Context: an optimization exercise on an open-source flow, tuned for a short achievable clock period and few clock cycles. The choices shown serve that exercise and are no tape-out recipe.
Only simulation tests tie the RTL to the original design; equivalence was not proved.
Power figures rest on the tool's default switching activity, not on a simulated workload.

**flow/design.v**
```verilog
`timescale 1ns/1ps
`default_nettype none
package mips_pkg;
  typedef logic [31:0] word_t;
  typedef logic [4:0]  reg_addr_t;
  typedef enum logic [5:0] {
    op_rtype = 6'h00,
    op_j     = 6'h02,
    op_beq   = 6'h04,
    op_addi  = 6'h08,
    op_lw    = 6'h23,
    op_sw    = 6'h2b
  } opcode_e;
  typedef enum logic [5:0] {
    fn_add = 6'h20,
    fn_sub = 6'h22,
    fn_and = 6'h24,
    fn_or  = 6'h25,
    fn_slt = 6'h2a
  } funct_e;
  typedef enum logic [2:0] {
    alu_add,
    alu_sub,
    alu_and,
    alu_or,
    alu_slt
  } alu_op_e;
  typedef enum logic [1:0] {
    fwd_rf,    
    fwd_mem,   
    fwd_wb     
  } fwd_sel_e;
  typedef struct packed {
    logic      valid;
    alu_op_e   alu_op;
    logic      use_imm;
    logic      reg_write;
    logic      is_load;
    logic      is_store;
    logic      is_branch;
    logic      is_jump;
    word_t     rs_val;
    word_t     rt_val;
    reg_addr_t rs;
    reg_addr_t rt;
    reg_addr_t dest;
    word_t     imm;
    word_t     jump_target;
    word_t     pc4;
  } id_ex_t;
  typedef struct packed {
    logic      valid;
    logic      reg_write;
    logic      is_load;
    logic      is_store;
    reg_addr_t dest;
    word_t     alu_result;
    word_t     store_data;   
  } ex_mem_t;
endpackage
`default_nettype wire
`timescale 1ns/1ps
`default_nettype none
module fetch_stage #(
  parameter logic [31:0] RESET_PC = 32'h0
) (
  input  logic  clk,
  input  logic  rst_n,
  input  logic  stall,
  input  logic  freeze,
  input  logic  redirect,
  input  mips_pkg::word_t redirect_pc,
  input  mips_pkg::word_t instr,
  output mips_pkg::word_t pc,
  output mips_pkg::word_t if_id_instr,
  output mips_pkg::word_t if_id_pc4,
  output logic  if_id_valid
);
  logic hold;
  assign hold = stall || freeze;
  always_ff @(posedge clk or negedge rst_n) begin
    if (!rst_n) begin
      pc          <= RESET_PC;
      if_id_valid <= 1'b0;
    end else if (redirect) begin
      pc          <= redirect_pc;
      if_id_valid <= 1'b0;   
    end else if (!hold) begin
      pc          <= pc + 32'd4;
      if_id_valid <= 1'b1;
    end
  end
  always_ff @(posedge clk) begin
    if (!hold && !redirect) begin
      if_id_instr <= instr;
      if_id_pc4   <= pc + 32'd4;
    end
  end
endmodule
`default_nettype wire
`timescale 1ns/1ps
`default_nettype none
module decode_stage (
  input  logic      clk,
  input  logic      rst_n,
  input  mips_pkg::word_t     if_id_instr,
  input  mips_pkg::word_t     if_id_pc4,
  input  logic      if_id_valid,
  input  logic      freeze,
  input  logic      redirect,
  input  logic      rf_we,
  input  mips_pkg::reg_addr_t rf_addr,
  input  mips_pkg::word_t     rf_data,
  input  logic      stall,
  output mips_pkg::reg_addr_t hz_id_rs,
  output mips_pkg::reg_addr_t hz_id_rt,
  output mips_pkg::id_ex_t    id_ex
);
  mips_pkg::word_t     regs [32];
  mips_pkg::opcode_e   opcode;
  mips_pkg::funct_e    funct;
  mips_pkg::reg_addr_t rs;
  mips_pkg::reg_addr_t rt;
  mips_pkg::reg_addr_t rd;
  mips_pkg::word_t     rs_val;
  mips_pkg::word_t     rt_val;
  mips_pkg::id_ex_t    nxt;
  assign opcode = mips_pkg::opcode_e'(if_id_instr[31:26]);
  assign funct  = mips_pkg::funct_e'(if_id_instr[5:0]);
  assign rs     = if_id_instr[25:21];
  assign rt     = if_id_instr[20:16];
  assign rd     = if_id_instr[15:11];
  assign rs_val = (rs == '0) ? '0 : (rf_we && rf_addr == rs) ? rf_data : regs[rs];
  assign rt_val = (rt == '0) ? '0 : (rf_we && rf_addr == rt) ? rf_data : regs[rt];
  assign hz_id_rs = if_id_valid ? rs : '0;
  assign hz_id_rt = if_id_valid ? rt : '0;
  always_ff @(posedge clk) begin
    if (rf_we && rf_addr != '0) begin
      regs[rf_addr] <= rf_data;
    end
  end
  always_comb begin
    nxt             = '0;
    nxt.valid       = if_id_valid;
    nxt.alu_op      = mips_pkg::alu_add;
    nxt.rs_val      = rs_val;
    nxt.rt_val      = rt_val;
    nxt.rs          = rs;
    nxt.rt          = rt;
    nxt.dest        = rt;   
    nxt.imm         = {{16{if_id_instr[15]}}, if_id_instr[15:0]};
    nxt.jump_target = {if_id_pc4[31:28], if_id_instr[25:0], 2'b00};
    nxt.pc4         = if_id_pc4;
    case (opcode)
      mips_pkg::op_rtype: begin
        nxt.dest      = rd;
        nxt.reg_write = 1'b1;
        case (funct)
          mips_pkg::fn_add:  nxt.alu_op = mips_pkg::alu_add;
          mips_pkg::fn_sub:  nxt.alu_op = mips_pkg::alu_sub;
          mips_pkg::fn_and:  nxt.alu_op = mips_pkg::alu_and;
          mips_pkg::fn_or:   nxt.alu_op = mips_pkg::alu_or;
          mips_pkg::fn_slt:  nxt.alu_op = mips_pkg::alu_slt;
          default: nxt.reg_write = 1'b0;   
        endcase
      end
      mips_pkg::op_addi: begin
        nxt.use_imm   = 1'b1;
        nxt.reg_write = 1'b1;
      end
      mips_pkg::op_lw: begin
        nxt.use_imm   = 1'b1;
        nxt.reg_write = 1'b1;
        nxt.is_load   = 1'b1;
      end
      mips_pkg::op_sw: begin
        nxt.use_imm  = 1'b1;
        nxt.is_store = 1'b1;
      end
      mips_pkg::op_beq:  nxt.is_branch = 1'b1;
      mips_pkg::op_j:    nxt.is_jump = 1'b1;
      default: ;
    endcase
  end
  always_ff @(posedge clk or negedge rst_n) begin
    if (!rst_n) begin
      id_ex <= '0;
    end else if (!freeze) begin
      id_ex <= (stall || redirect) ? '0 : nxt;   
    end
  end
endmodule
`default_nettype wire
`timescale 1ns/1ps
`default_nettype none
module hazard_unit (
  input  mips_pkg::reg_addr_t id_rs,
  input  mips_pkg::reg_addr_t id_rt,
  input  mips_pkg::reg_addr_t ex_rs,
  input  mips_pkg::reg_addr_t ex_rt,
  input  logic      ex_is_load,
  input  mips_pkg::reg_addr_t ex_dest,
  input  mips_pkg::reg_addr_t mem_dest,
  input  logic      mem_we,
  input  mips_pkg::reg_addr_t wb_dest,
  input  logic      wb_we,
  output logic      stall,
  output mips_pkg::fwd_sel_e  fwd_a,
  output mips_pkg::fwd_sel_e  fwd_b
);
  assign stall = ex_is_load && ex_dest != '0 &&
                    (ex_dest == id_rs || ex_dest == id_rt);
  always_comb begin
    fwd_a = mips_pkg::fwd_rf;
    if (ex_rs != '0 && mem_we && mem_dest == ex_rs) begin
      fwd_a = mips_pkg::fwd_mem;
    end else if (ex_rs != '0 && wb_we && wb_dest == ex_rs) begin
      fwd_a = mips_pkg::fwd_wb;
    end
  end
  always_comb begin
    fwd_b = mips_pkg::fwd_rf;
    if (ex_rt != '0 && mem_we && mem_dest == ex_rt) begin
      fwd_b = mips_pkg::fwd_mem;
    end else if (ex_rt != '0 && wb_we && wb_dest == ex_rt) begin
      fwd_b = mips_pkg::fwd_wb;
    end
  end
endmodule
`default_nettype wire
`timescale 1ns/1ps
`default_nettype none
module execute_stage (
  input  logic      clk,
  input  logic      rst_n,
  input  mips_pkg::id_ex_t    id_ex,
  input  logic      freeze,
  input  mips_pkg::word_t     mem_result,
  input  mips_pkg::fwd_sel_e  fwd_a,
  input  mips_pkg::fwd_sel_e  fwd_b,
  input  mips_pkg::word_t     wb_data,
  output mips_pkg::reg_addr_t hz_ex_rs,
  output mips_pkg::reg_addr_t hz_ex_rt,
  output logic      hz_ex_is_load,
  output mips_pkg::reg_addr_t hz_ex_dest,
  output logic      redirect,
  output mips_pkg::word_t     redirect_pc,
  output mips_pkg::ex_mem_t   ex_mem
);
  mips_pkg::word_t op_a;
  mips_pkg::word_t op_b;
  mips_pkg::word_t alu_b;
  mips_pkg::word_t alu_y;
  mips_pkg::word_t br_target;
  logic  taken;
  assign hz_ex_rs      = id_ex.rs;
  assign hz_ex_rt      = id_ex.rt;
  assign hz_ex_is_load = id_ex.valid && id_ex.is_load;
  assign hz_ex_dest    = id_ex.dest;
  always_comb begin
    case (fwd_a)
      mips_pkg::fwd_mem: op_a = mem_result;
      mips_pkg::fwd_wb:  op_a = wb_data;
      default: op_a = id_ex.rs_val;
    endcase
    case (fwd_b)
      mips_pkg::fwd_mem: op_b = mem_result;
      mips_pkg::fwd_wb:  op_b = wb_data;
      default: op_b = id_ex.rt_val;
    endcase
  end
  assign alu_b = id_ex.use_imm ? id_ex.imm : op_b;
  always_comb begin
    case (id_ex.alu_op)
      mips_pkg::alu_sub: alu_y = op_a - alu_b;
      mips_pkg::alu_and: alu_y = op_a & alu_b;
      mips_pkg::alu_or:  alu_y = op_a | alu_b;
      mips_pkg::alu_slt: alu_y = {31'd0, $signed(op_a) < $signed(alu_b)};
      default: alu_y = op_a + alu_b;
    endcase
  end
  assign taken = id_ex.valid && (id_ex.is_jump || (id_ex.is_branch && op_a == op_b));
  assign br_target   = id_ex.pc4 + {id_ex.imm[29:0], 2'b00};
  assign redirect    = taken && !freeze;   
  assign redirect_pc = id_ex.is_jump ? id_ex.jump_target : br_target;
  always_ff @(posedge clk or negedge rst_n) begin
    if (!rst_n) begin
      ex_mem <= '0;
    end else if (!freeze) begin
      ex_mem.valid      <= id_ex.valid;
      ex_mem.reg_write  <= id_ex.reg_write;
      ex_mem.is_load    <= id_ex.is_load;
      ex_mem.is_store   <= id_ex.is_store;
      ex_mem.dest       <= id_ex.dest;
      ex_mem.alu_result <= alu_y;
      ex_mem.store_data <= op_b;
    end
  end
endmodule
`default_nettype wire
`timescale 1ns/1ps
`default_nettype none
module mem_wb_stage (
  input  logic      clk,
  input  logic      rst_n,
  input  mips_pkg::ex_mem_t   ex_mem,
  input  logic      ack,
  input  mips_pkg::word_t     dat_r,
  output logic      cyc,
  output logic      stb,
  output logic      we,
  output mips_pkg::word_t     adr,
  output mips_pkg::word_t     dat_w,
  output logic      freeze,
  output logic      rf_we,
  output mips_pkg::reg_addr_t rf_addr,
  output mips_pkg::word_t     rf_data,
  output mips_pkg::word_t     mem_result,
  output mips_pkg::reg_addr_t hz_mem_dest,
  output logic      hz_mem_we,
  output mips_pkg::reg_addr_t hz_wb_dest,
  output logic      hz_wb_we,
  output mips_pkg::word_t     hz_wb_data
);
  typedef enum logic {st_idle, st_bus} bus_state_e;
  bus_state_e state;
  logic       mem_op;
  logic       bus_active;
  logic       wb_we;
  logic       wb_fresh;   
  mips_pkg::reg_addr_t  wb_dest;
  mips_pkg::word_t      wb_data;
  assign mem_op     = ex_mem.valid && (ex_mem.is_load || ex_mem.is_store);
  assign bus_active = (state == st_bus);
  assign cyc   = bus_active;
  assign stb   = bus_active;
  assign we    = bus_active && ex_mem.is_store;
  assign adr   = ex_mem.alu_result;
  assign dat_w = ex_mem.store_data;
  assign freeze     = mem_op && !(bus_active && ack);
  assign mem_result = ex_mem.alu_result;
  always_ff @(posedge clk or negedge rst_n) begin
    if (!rst_n) begin
      state <= st_idle;
    end else begin
      case (state)
        st_idle: if (mem_op) state <= st_bus;
        st_bus:  if (ack) state <= st_idle;
        default: state <= st_idle;
      endcase
    end
  end
  always_ff @(posedge clk or negedge rst_n) begin
    if (!rst_n) begin
      wb_we    <= 1'b0;
      wb_fresh <= 1'b0;
    end else begin
      wb_fresh <= !freeze && ex_mem.valid && ex_mem.reg_write && ex_mem.dest != '0;
      if (!freeze) begin
        wb_we <= ex_mem.valid && ex_mem.reg_write && ex_mem.dest != '0;   
      end
    end
  end
  always_ff @(posedge clk) begin
    if (!freeze) begin
      wb_dest <= ex_mem.dest;
      wb_data <= ex_mem.is_load ? dat_r : ex_mem.alu_result;
    end
  end
  assign rf_we   = wb_fresh;
  assign rf_addr = wb_dest;
  assign rf_data = wb_data;
  assign hz_mem_dest = ex_mem.dest;
  assign hz_mem_we   = ex_mem.valid && ex_mem.reg_write;
  assign hz_wb_dest  = wb_dest;
  assign hz_wb_we    = wb_we;
  assign hz_wb_data  = wb_data;
endmodule
`default_nettype wire
`timescale 1ns/1ps
`default_nettype none
module mips_pipeline #(
  parameter logic [31:0] RESET_PC = 32'h0
) (
  input  logic      clk,
  input  logic      rst_n,
  input  mips_pkg::word_t     imem_data,
  input  logic      ack,
  input  mips_pkg::word_t     dat_r,
  output mips_pkg::word_t     imem_addr,
  output logic      cyc,
  output logic      stb,
  output logic      we,
  output mips_pkg::word_t     adr,
  output mips_pkg::word_t     dat_w,
  output logic      retire_valid,
  output mips_pkg::reg_addr_t retire_reg,
  output mips_pkg::word_t     retire_data
);
  mips_pkg::word_t   if_id_instr;
  mips_pkg::word_t   if_id_pc4;
  logic    if_id_valid;
  mips_pkg::id_ex_t  id_ex;
  mips_pkg::ex_mem_t ex_mem;
  logic    redirect;
  mips_pkg::word_t   redirect_pc;
  logic    freeze;
  mips_pkg::word_t   mem_result;
  mips_pkg::reg_addr_t hz_id_rs;
  mips_pkg::reg_addr_t hz_id_rt;
  mips_pkg::reg_addr_t hz_ex_rs;
  mips_pkg::reg_addr_t hz_ex_rt;
  logic      hz_ex_is_load;
  mips_pkg::reg_addr_t hz_ex_dest;
  mips_pkg::reg_addr_t hz_mem_dest;
  logic      hz_mem_we;
  mips_pkg::reg_addr_t hz_wb_dest;
  logic      hz_wb_we;
  mips_pkg::word_t     hz_wb_data;
  logic      hz_stall;
  mips_pkg::fwd_sel_e  hz_fwd_a;
  mips_pkg::fwd_sel_e  hz_fwd_b;
  fetch_stage #(.RESET_PC(RESET_PC)) u_fetch (
    .clk(clk), .rst_n(rst_n), .stall(hz_stall), .freeze(freeze),
    .redirect(redirect), .redirect_pc(redirect_pc), .instr(imem_data),
    .pc(imem_addr), .if_id_instr(if_id_instr), .if_id_pc4(if_id_pc4),
    .if_id_valid(if_id_valid)
  );
  decode_stage u_decode (
    .clk(clk), .rst_n(rst_n), .if_id_instr(if_id_instr), .if_id_pc4(if_id_pc4),
    .if_id_valid(if_id_valid), .freeze(freeze), .redirect(redirect),
    .rf_we(retire_valid), .rf_addr(retire_reg), .rf_data(retire_data),
    .stall(hz_stall), .hz_id_rs(hz_id_rs), .hz_id_rt(hz_id_rt), .id_ex(id_ex)
  );
  hazard_unit u_hazard (
    .id_rs(hz_id_rs), .id_rt(hz_id_rt), .ex_rs(hz_ex_rs), .ex_rt(hz_ex_rt),
    .ex_is_load(hz_ex_is_load), .ex_dest(hz_ex_dest), .mem_dest(hz_mem_dest),
    .mem_we(hz_mem_we), .wb_dest(hz_wb_dest), .wb_we(hz_wb_we),
    .stall(hz_stall), .fwd_a(hz_fwd_a), .fwd_b(hz_fwd_b)
  );
  execute_stage u_execute (
    .clk(clk), .rst_n(rst_n), .id_ex(id_ex), .freeze(freeze), .mem_result(mem_result),
    .fwd_a(hz_fwd_a), .fwd_b(hz_fwd_b), .wb_data(hz_wb_data),
    .hz_ex_rs(hz_ex_rs), .hz_ex_rt(hz_ex_rt), .hz_ex_is_load(hz_ex_is_load),
    .hz_ex_dest(hz_ex_dest), .redirect(redirect), .redirect_pc(redirect_pc), .ex_mem(ex_mem)
  );
  mem_wb_stage u_mem_wb (
    .clk(clk), .rst_n(rst_n), .ex_mem(ex_mem), .ack(ack), .dat_r(dat_r),
    .cyc(cyc), .stb(stb), .we(we), .adr(adr), .dat_w(dat_w), .freeze(freeze),
    .rf_we(retire_valid), .rf_addr(retire_reg), .rf_data(retire_data),
    .mem_result(mem_result), .hz_mem_dest(hz_mem_dest),
    .hz_mem_we(hz_mem_we), .hz_wb_dest(hz_wb_dest), .hz_wb_we(hz_wb_we), .hz_wb_data(hz_wb_data)
  );
endmodule
`default_nettype wire
```
**flow/config.mk**
```make
export PLATFORM = sky130hd
export DESIGN_NAME = mips_pipeline
export DESIGN_NICKNAME = mips_pipeline
export VERILOG_FILES = /design/flow/design.v
export SDC_FILE = /design/flow/constraint.sdc
export NUM_CORES = 4
export LEC_CHECK = 0
export CAP_MARGIN = 20
export CORE_MARGIN = 2
export CORE_UTILIZATION = 40
export SLEW_MARGIN = 20
```
**flow/constraint.sdc**
```tcl
create_clock -name core_clock -period 8.0 [get_ports {clk}]
set_input_delay 1.6000 -clock core_clock [delete_from_list [all_inputs] [get_ports {clk}]]
set_output_delay 1.6000 -clock core_clock [all_outputs]
set_load 0.01 [all_outputs]
```
**flow/run.sh**
```bash
#!/bin/bash
# synth_recipe.tcl (not shown) runs the flow's synth.tcl, then flattens the netlist and writes it again
# the make line also repeats each setting of config.mk as NAME=value (left out here)
make -C /OpenROAD-flow-scripts/flow DESIGN_CONFIG=/design/flow/config.mk WORK_HOME=/design/flow/orfs CLKGATE_MAP_FILE= SYNTH_SCRIPT=/design/flow/synth_recipe.tcl finish
```
==> out/results.ini <==
[place]
dp_hpwl_um=135000
place.gp.congestion=0.912
io_buffers=203
place_area_um2=75800

[clocking]
numClockSinks=1381
cts.clk_slew.worst_paths_ns=0.06
hold_buffers=0
numCtsBuffers=154
cts_tree=done
clk_path_buf_depth=3
ctsResizeCount=0
cts_setup_buffers=0
cts_max_level=4
worstSkewPairLatency_ns=0.81
cts_root_buffer=clkbuf_16

[min_path]
min_path_type=reg2reg

[cells_and_area]
final_common_cell=edfxtp_1
multi_input_area_um2=29100
layout_common_cells=edfxtp_1, mux4_2, nand2_1
final_nets=4929
final_util_pct=45.7
fillerInstances=15200
drive_gt1_share_pct=22.9
regArea_um2=40200
area_delta_synth_final_pct=13.5
fin_area_um2=80600

[global_routing]
grt_pass1_wl_um=316000
grt_pass1_vias=43400
track_usage_pct=24.1
grt_antenna_before_repair=5
overflow=0
grt_start_max_net_pins=165

[yosys]
yosysUniqueCellTypes=80
netlist_area_um2=71100
synth_ff_type=edfxtp_1
ys_seq_area_share_pct=56.5
netlist_instances=4608
avgSynthCellArea_um2=15.4
synthArstFlopShare_pct=17.8
yosysWarnings=5
synth_seq_cells=1381
synth_edf_count=1125

[routing]
vias=44400
vias_per_cell=6.17
drtPass1Iterations=6
drc_errors=0
ant_nets=0
routedWlPerCell_um=30.5
totalWireLength_um=220000
drt_iter0_drc=5269

[pwr]
leakage_nw=27.8
peakVddDrop_mv=0.413
powerDensity_nw_per_um2=438
total_power_w=0.0353

[timing]
fmax_ghz=0.147
slew_violations=0
slew_headroom_pct=23.5
hold_viol=0
final.min_clock_period_ns=6.81
finalCritPeriodShare_pct=85.1
setup_viol=0
fin_tns_setup_ns=0
rsz0062_at_grt=no
finClkSkew_ns=0.0560
holdWs_ns=0.457
worst_slew_pin_slew_ns=1.15

[die]
die_h_um=425
die_area_um2=181000
std_cell_rows=154
die_w_um=425
io_pins=204
coreArea_um2=176000
initial_utilization_pct=40.3

[setup_path]
required_ns=8.60
critPathSlowestCell=edfxtp_1
cp_slowest_stage_delay_ns=0.94
worstPathArrival_ns=7.41
cp_max_fo=24
crit_family=compound AO/OA/AOI/OAI gates
crit_path_start_kind=flop
worst-setup-path-type=reg2reg
crit_buf_inv=1
crit_path_cell_trace=xnor2_1 > nand4_1 > nor3_4 > buf_4 > mux2i_1 > a21oi_1 > mux2_2 > ha_1 > or4_1 > a21oi_1 > nor3_1 > a311o_1 > a31o_2 > a21o_1 > a21oi_1 > o21ai_0 > a221o_1 > a221oi_1 > a21oi_1
endpoint_kind=flop
crit_top_cell=a21oi_1

[run]
cap_violations=0

[run_status]
outcome=no timing/DRC/antenna violations

Yosys cell counts, drive strengths merged, types with 22 or more instances:
master	instances	area (µm²)
and3	25	156
inv	120	450
nor2	223	847
nand2b	22	138
a22o	133	1160
a221o	42	420
nor3	37	201
mux2i	136	1380
o221ai	39	342
ha	126	1580
a21o	46	345
buf	176	965
a21oi	168	841
xnor2	112	981
nand2	326	1220
o21ai	166	831
mux2	66	743
mux4	641	14400
clkbuf	219	822
dfrtp	246	6160
a221oi	41	359
xor2	53	464
nand3	46	230
o21bai	23	173
edfxtp	1125	33800
o21a	40	300
a211oi	29	218
layout make-up:
type | count | area share [%]
Sequential cell | 1381 | 49.8
Clock buffer | 194 | 5.03
Inverter | 120 | 0.562
Timing Repair Buffer | 333 | 3.86
Antenna cell | 4 | 0.0124
Tap cell | 2340 | 3.63
Multi-Input combinational cell | 2743 | 36.1
Clock inverter | 84 | 1.03
stage by stage:
| stage | instances | setup slack [ns] |
|---|---|---|
| after floorplan | 4639 | 2.18 |
| after global placement | 6916 | 1.37 |
| after detailed placement | 6917 | 1.33 |
| after CTS | 7195 | 1.28 |
| after global routing | 7195 | 0.786 |
| final | 7199 | 1.19 |
flip-flops by register name, summed over array words and instances (netlist names), 5 cells and up, named ones only:
name                 flops
u_mem_wb.wb_dest         5
u_fetch.if_id_pc4       32
u_decode.regs         1024
u_fetch.if_id_instr     32
u_mem_wb.wb_data        32
u_fetch.pc              32
u_execute.ex_mem        73
u_decode.id_ex         137
power by group:
| group | leakage, nW | internal (W) | switching [W] | total, W |
|---|---|---|---|---|
| clock | 2.36 | 0.00391 | 0.00297 | 0.00688 |
| combinational | 12.1 | 0.00746 | 0.00949 | 0.0169 |
| sequential | 13.3 | 0.00980 | 0.00168 | 0.0115 |
| total | 27.8 | 0.0212 | 0.0141 | 0.0353 |
worst reg2reg max path, stage by stage (launching register included):
cell and delay [ns]:
edfxtp_1 0.94, xnor2_1 0.20, nand4_1 0.17, nor3_4 0.55
buf_4 0.54, mux2i_1 0.45, a21oi_1 0.17, mux2_2 0.32
ha_1 0.23, or4_1 0.47, a21oi_1 0.16, nor3_1 0.14
a311o_1 0.47, a31o_2 0.31, a21o_1 0.21, a21oi_1 0.27
o21ai_0 0.25, a221o_1 0.39, a221oi_1 0.28, a21oi_1 0.11
final timing paths:
check / startpoint / end / slack (ns) / cells after the start
max: u_mem_wb.wb_dest[4] / u_execute.ex_mem[61] / 1.19 / 19
min: u_fetch.if_id_pc4[3] / u_decode.id_ex[3] / 0.46 / 2
max reg2reg: u_mem_wb.wb_dest[4] / u_execute.ex_mem[61] / 1.19 / 19
min reg2reg: u_fetch.if_id_pc4[3] / u_decode.id_ex[3] / 0.46 / 2
max in group asynchronous: rst_n / u_decode.id_ex[175] / 5.75 / 2
min in group asynchronous: rst_n / u_execute.ex_mem[19] / 0.84 / 1
logic make-up (layout without fill, tap and decap cells):
logic type	count (synthesis)	after routing	synth area share, %
AO/OA/AOI/OAI	810	810	7.95
XOR/XNOR	165	165	2.03
adder cells (fa/ha/maj)	129	129	2.30
buffers and inverters	515	731	3.15
flip-flops	1381	1381	56.5
multiplexers	843	843	23.3
other	1	36	0.00528
AND/OR/NAND/NOR	764	764	4.77
per-layer routing:
| layer | global-route usage [%] | routed length (µm) | vias to the layer above |
|---|---|---|---|
| li1 | - | - | 18700 |
| met1 | 33.2 | 88800 | 23300 |
| met2 | 38.9 | 106000 | 2119 |
| met3 | 3.84 | 17200 | 360 |
| met4 | 8.56 | 7710 | 0 |
| met5 | 0 | 0 | - |
Testbench counts, summed over its fixed seeds: cycles 25,268.

[afterwards: timing with drivers on the ports]
The flow's constraints put no driver on any port. The routed layout listed below was extracted and timed again, unchanged, in two steps.
Step 1 sets driving cells, clkbuf_16 on the clock port and buf_2 on the other inputs (assumed; they add their load-dependent delay and slew).
Step 2 adds t to the input delays and takes it off the output delays; t is the mean of the earliest and latest rising clock arrival at the registers after step 1. Input paths then give back, and output paths get back, about the clock's delay inside the block.
Slacks: ideal / step 1 / step 2; pairs: ideal / step 1.
t (ns): 0.861
setup WS [ns]: 1.195 / 1.195 / 1.195
cell pins on the clock port's net: 1
After both steps setup and hold are still met in this run. For this run, drivers alone change the setup slack by 0.000 ns; drivers and shift together by 0.000 ns.
